This design comes from an exercise in tuning for small area, a short achievable clock period and few clock cycles on the open sky130 flow, not from production work. Where RTL was checked, it was by simulation tests only, not by an equivalence proof against the original. Power figures rest on the tool's default switching activity, not on a simulated workload.

Setup of north:
==> flow/design.v (excerpt) <==
module fc_layer_top (
	input  logic          clk,
	input  logic          reset_n,
	input  logic          i_run,
	input  fc_pkg::cnt_t  i_num_cnt,
	output logic          o_idle,
	output logic          o_read,
	output logic          o_write,
	output logic          o_done,
	output fc_pkg::addr_t o_mem_addr,
	output logic          o_mem_ce,
	input  fc_pkg::word_t i_node_q,
	input  fc_pkg::word_t i_wgt0_q,
	input  fc_pkg::word_t i_wgt1_q,
	output fc_pkg::acc_t  o_result_0,
	output fc_pkg::acc_t  o_result_1,
	output fc_pkg::acc_t  o_result_2,
	output fc_pkg::acc_t  o_result_3
);
Size: about 520 flip-flops, roughly 260 I/O pins, ~39000 um^2 of cells after synthesis.
Settings: LEC_CHECK=0, CAP_MARGIN=20, CORE_MARGIN=2, CORE_UTILIZATION=55, CTS_CLUSTER_DIAMETER=70, CTS_CLUSTER_SIZE=24, SETUP_SLACK_MARGIN=5, SLEW_MARGIN=20, SYNTH_HIERARCHICAL=1; clock period 10.0 ns.
standard.sh (not shown) runs the stock make flow with config.mk's settings and CLKGATE_MAP_FILE= SYNTH_SCRIPT=/design/flow/synth_recipe.tcl, a recipe that flattens the netlist after the stock synthesis.
==> flow/flow/run.sh <==
#!/bin/bash
# Standard layout, with timing repair aimed at a shorter period than the clock's,
# and plain buffers (rather than delay cells) on the ports. The clock, the
# constraints and every other step stay as the standard flow's own layout makes them.
set -euo pipefail
bash standard.sh SETUP_SLACK_MARGIN=6.8 "BUFFER_PORTS_ARGS=-buffer_cell sky130_fd_sc_hd__buf_2" finish > standard.log 2>&1
Testbench counts of north, summed over its fixed seeds: cycles 17,461.
diff inputs: north => middle
--- a/flow/design.v
+++ b/flow/design.v
@@ -584,24 +584,20 @@
 	assign sum[24] = p_473 ^ G_538;
 	assign sum[25] = p_475 ^ G_582;
 	assign sum[26] = p_477 ^ G_556;
 	assign sum[27] = p_479 ^ G_584;
 	assign sum[28] = p_481 ^ G_544;
 	assign sum[29] = p_483 ^ G_586;
 	assign sum[30] = p_485 ^ G_558;
 	assign sum[31] = us_423 ^ G_588;
 	assign acc_nxt = sum & {W{~i_clr}};
-	always_ff @(posedge clk or negedge reset_n) begin
-		if (!reset_n) begin
-			acc <= '0;
-		end else begin
-			acc <= acc_nxt;
-		end
+	always_ff @(posedge clk) begin
+		acc <= acc_nxt;
 	end
 	assign o_result = acc;
 endmodule
 `timescale 1ns/100ps
 module fc_sequencer (
 	input  logic          clk,
 	input  logic          reset_n,
 	input  logic          i_run,
 	input  fc_pkg::cnt_t  i_num_cnt,
@@ -660,19 +656,19 @@
 			end
 		end
 	end
 	assign o_read     = rd_act;
 	assign o_mem_ce   = rd_act;
 	assign o_mem_addr = rd_cnt;
 	assign o_write    = write;
 	assign o_done     = done;
 	assign o_rd_valid = rd_valid;
-	assign o_clr      = start_q;
+	assign o_clr      = start_q | ~reset_n;
 endmodule
 `timescale 1ns/100ps
 module fc_layer_top (
 	input  logic          clk,
 	input  logic          reset_n,
 	input  logic          i_run,
 	input  fc_pkg::cnt_t  i_num_cnt,
 	output logic          o_idle,
 	output logic          o_read,
- Between north and middle, the flow reports internal power decreasing by more than 10%.
- The flow did not stop early for middle: all stages ran, and the layout cleared the timing, DRC and antenna checks.
- north completed every stage of the flow, and the final layout passed the timing, DRC and antenna checks.
- Of north and middle, the higher synthesized area per cell belongs to north.
- Compared with north, in middle post-detailed-placement half-perimeter wirelength went down by 1700 um, non-clock buffer total of the final layout went down by 65, number of combinational gates with multiple inputs was more or less identical, total power went down by 17%.
- Going from north to middle, maximum operating frequency grew slightly.
- middle vs. north: area added between synthesis and finish lower; minimum period implied by the final worst setup slack shows a reduction of 0.026 ns; largest net degree at the start of global routing decreased about 3%; final worst-path setup slack moved up.
Testbench counts of middle, summed over its fixed seeds: cycles 17,461.

fc_layer_top, a different RTL version from the one above (not shown whole).
Size: about 3400 cells after synthesis, about 260 I/O pins, about 39000 um^2 of cells after synthesis.
==> module fc_sequencer, before the edit <==
module fc_sequencer (
	input  logic          clk,
	input  logic          reset_n,
	input  logic          i_run,
	input  fc_pkg::cnt_t  i_num_cnt,
	output logic          o_idle,
	output logic          o_read,
	output logic          o_write,
	output logic          o_done,
	output logic          o_rd_valid,
	output logic          o_clr,
	output logic          o_mem_ce,
	output fc_pkg::addr_t o_mem_addr
);
	logic          busy;
	logic          rd_act;
	logic          rd_valid;
	logic          start;
	logic          start_q;
	logic          rd_last;
	logic [2:0]    last_pipe;
	logic          done;
	fc_pkg::addr_t num;
	fc_pkg::addr_t rd_cnt;
	fc_pkg::addr_t rd_nxt;
	assign o_idle = ~busy;
	assign start  = i_run & ~busy;
	always_ff @(posedge clk) begin
		if (start) begin
			num <= fc_pkg::addr_t'(i_num_cnt);
		end
	end
	assign rd_nxt  = rd_cnt + fc_pkg::addr_t'(1);
	assign rd_last = rd_act & (rd_nxt == num);
	always_ff @(posedge clk or negedge reset_n) begin
		if (!reset_n) begin
			busy      <= 1'b0;
			rd_act    <= 1'b0;
			rd_valid  <= 1'b0;
			start_q   <= 1'b0;
			last_pipe <= '0;
			done      <= 1'b0;
			rd_cnt    <= '0;
		end else begin
			busy      <= start | (busy & ~done);
			rd_act    <= start | (rd_act & ~rd_last);
			rd_valid  <= rd_act;
			start_q   <= start;
			last_pipe <= {last_pipe[1:0], rd_last};
			done      <= last_pipe[2];
			if (rd_last) begin
				rd_cnt <= '0;
			end else if (rd_act) begin
				rd_cnt <= rd_nxt;
			end
		end
	end
	assign o_read     = rd_act;
	assign o_mem_ce   = rd_act;
	assign o_mem_addr = rd_cnt;
	assign o_write    = busy & ~done;
	assign o_done     = done;
	assign o_rd_valid = rd_valid;
	assign o_clr      = start_q;
endmodule
Settings: LEC_CHECK=0, CAP_MARGIN=20, CORE_MARGIN=2, CORE_UTILIZATION=55, SETUP_SLACK_MARGIN=5, SLEW_MARGIN=20, SYNTH_HIERARCHICAL=1; clock period 10.0 ns.
Scripts as last shown in full above: flow/flow/run.sh
Testbench counts at the start, summed over its fixed seeds: cycles 17,461.
Change:
--- a/flow/design.v
+++ b/flow/design.v
@@ -607,5 +607,6 @@
 	output fc_pkg::addr_t o_mem_addr
 );
-	logic          busy;
+	logic          idle;
+	logic          write;
 	logic          rd_act;
 	logic          rd_valid;
@@ -618,6 +619,6 @@
 	fc_pkg::addr_t rd_cnt;
 	fc_pkg::addr_t rd_nxt;
-	assign o_idle = ~busy;
-	assign start  = i_run & ~busy;
+	assign o_idle = idle;
+	assign start  = i_run & idle;
 	always_ff @(posedge clk) begin
 		if (start) begin
@@ -629,5 +630,6 @@
 	always_ff @(posedge clk or negedge reset_n) begin
 		if (!reset_n) begin
-			busy      <= 1'b0;
+			idle      <= 1'b1;
+			write     <= 1'b0;
 			rd_act    <= 1'b0;
 			rd_valid  <= 1'b0;
@@ -637,5 +639,6 @@
 			rd_cnt    <= '0;
 		end else begin
-			busy      <= start | (busy & ~done);
+			idle      <= ~start & (idle | done);
+			write     <= (start | write) & ~last_pipe[2];
 			rd_act    <= start | (rd_act & ~rd_last);
 			rd_valid  <= rd_act;
@@ -653,5 +656,5 @@
 	assign o_mem_ce   = rd_act;
 	assign o_mem_addr = rd_cnt;
-	assign o_write    = busy & ~done;
+	assign o_write    = write;
 	assign o_done     = done;
 	assign o_rd_valid = rd_valid;
Effect:
- The new run finished with timing, DRC and antenna clean
- clock-buffer cell count drops by 6
- design area drops slightly
- total power climbs by a few percent
- sequential share of layout area climbs by 0.18 points
- sequential cell count climbs by 1
- global-route usage climbs by 0.89 points
- setup slack gets better by 34 ps
- routed wire length climbs slightly
- die area hardly moves
- combinational power climbs by a few percent
- utilization drops by 0.30 points
- synthesized area stays flat
For the second run of this note, only the layout was checked, not whether the RTL still works.

re-timing with driven ports:
In the flow no input, the clock included, has a driving cell. The finished layouts below were timed again as built, in two steps. Step 1 sets driving cells, clkbuf_16 on the clock port and buf_2 on the other inputs (assumed; they add their load-dependent delay and slew). Step 2, shift: input delay + t, output delay - t, t = (earliest + latest rising clock arrival at the registers) / 2. This alone moves slack from input paths to output paths. a / b / c = ideal / step 1 / step 2; a / b = the first two.
| run | t (ns) | setup slack, ns | worst hold slack (ns) | clock arrival spread, ns |
|---|---|---|---|---|
| north | 0.651 | 6.732 / 6.668 / 6.816 | 0.346 / 0.346 / 0.346 | 0.041 / 0.041 |
| middle | 0.645 | 6.758 / 6.694 / 6.347 | 0.352 / 0.352 / 0.352 | 0.016 / 0.017 |
| the first run of note 2 | 0.698 | 6.720 / 6.654 / 6.668 | 0.349 / 0.349 / 0.349 | 0.028 / 0.028 |
| the second run of note 2 | 0.682 | 6.754 / 6.688 / 6.465 | 0.351 / 0.351 / 0.351 | 0.038 / 0.038 |
After both steps setup and hold are still met in every run listed. For middle, which loses most, drivers alone change the setup slack by -0.064 ns; drivers and shift together by -0.411 ns. The worst setup slack also covers recovery checks on asynchronous resets.
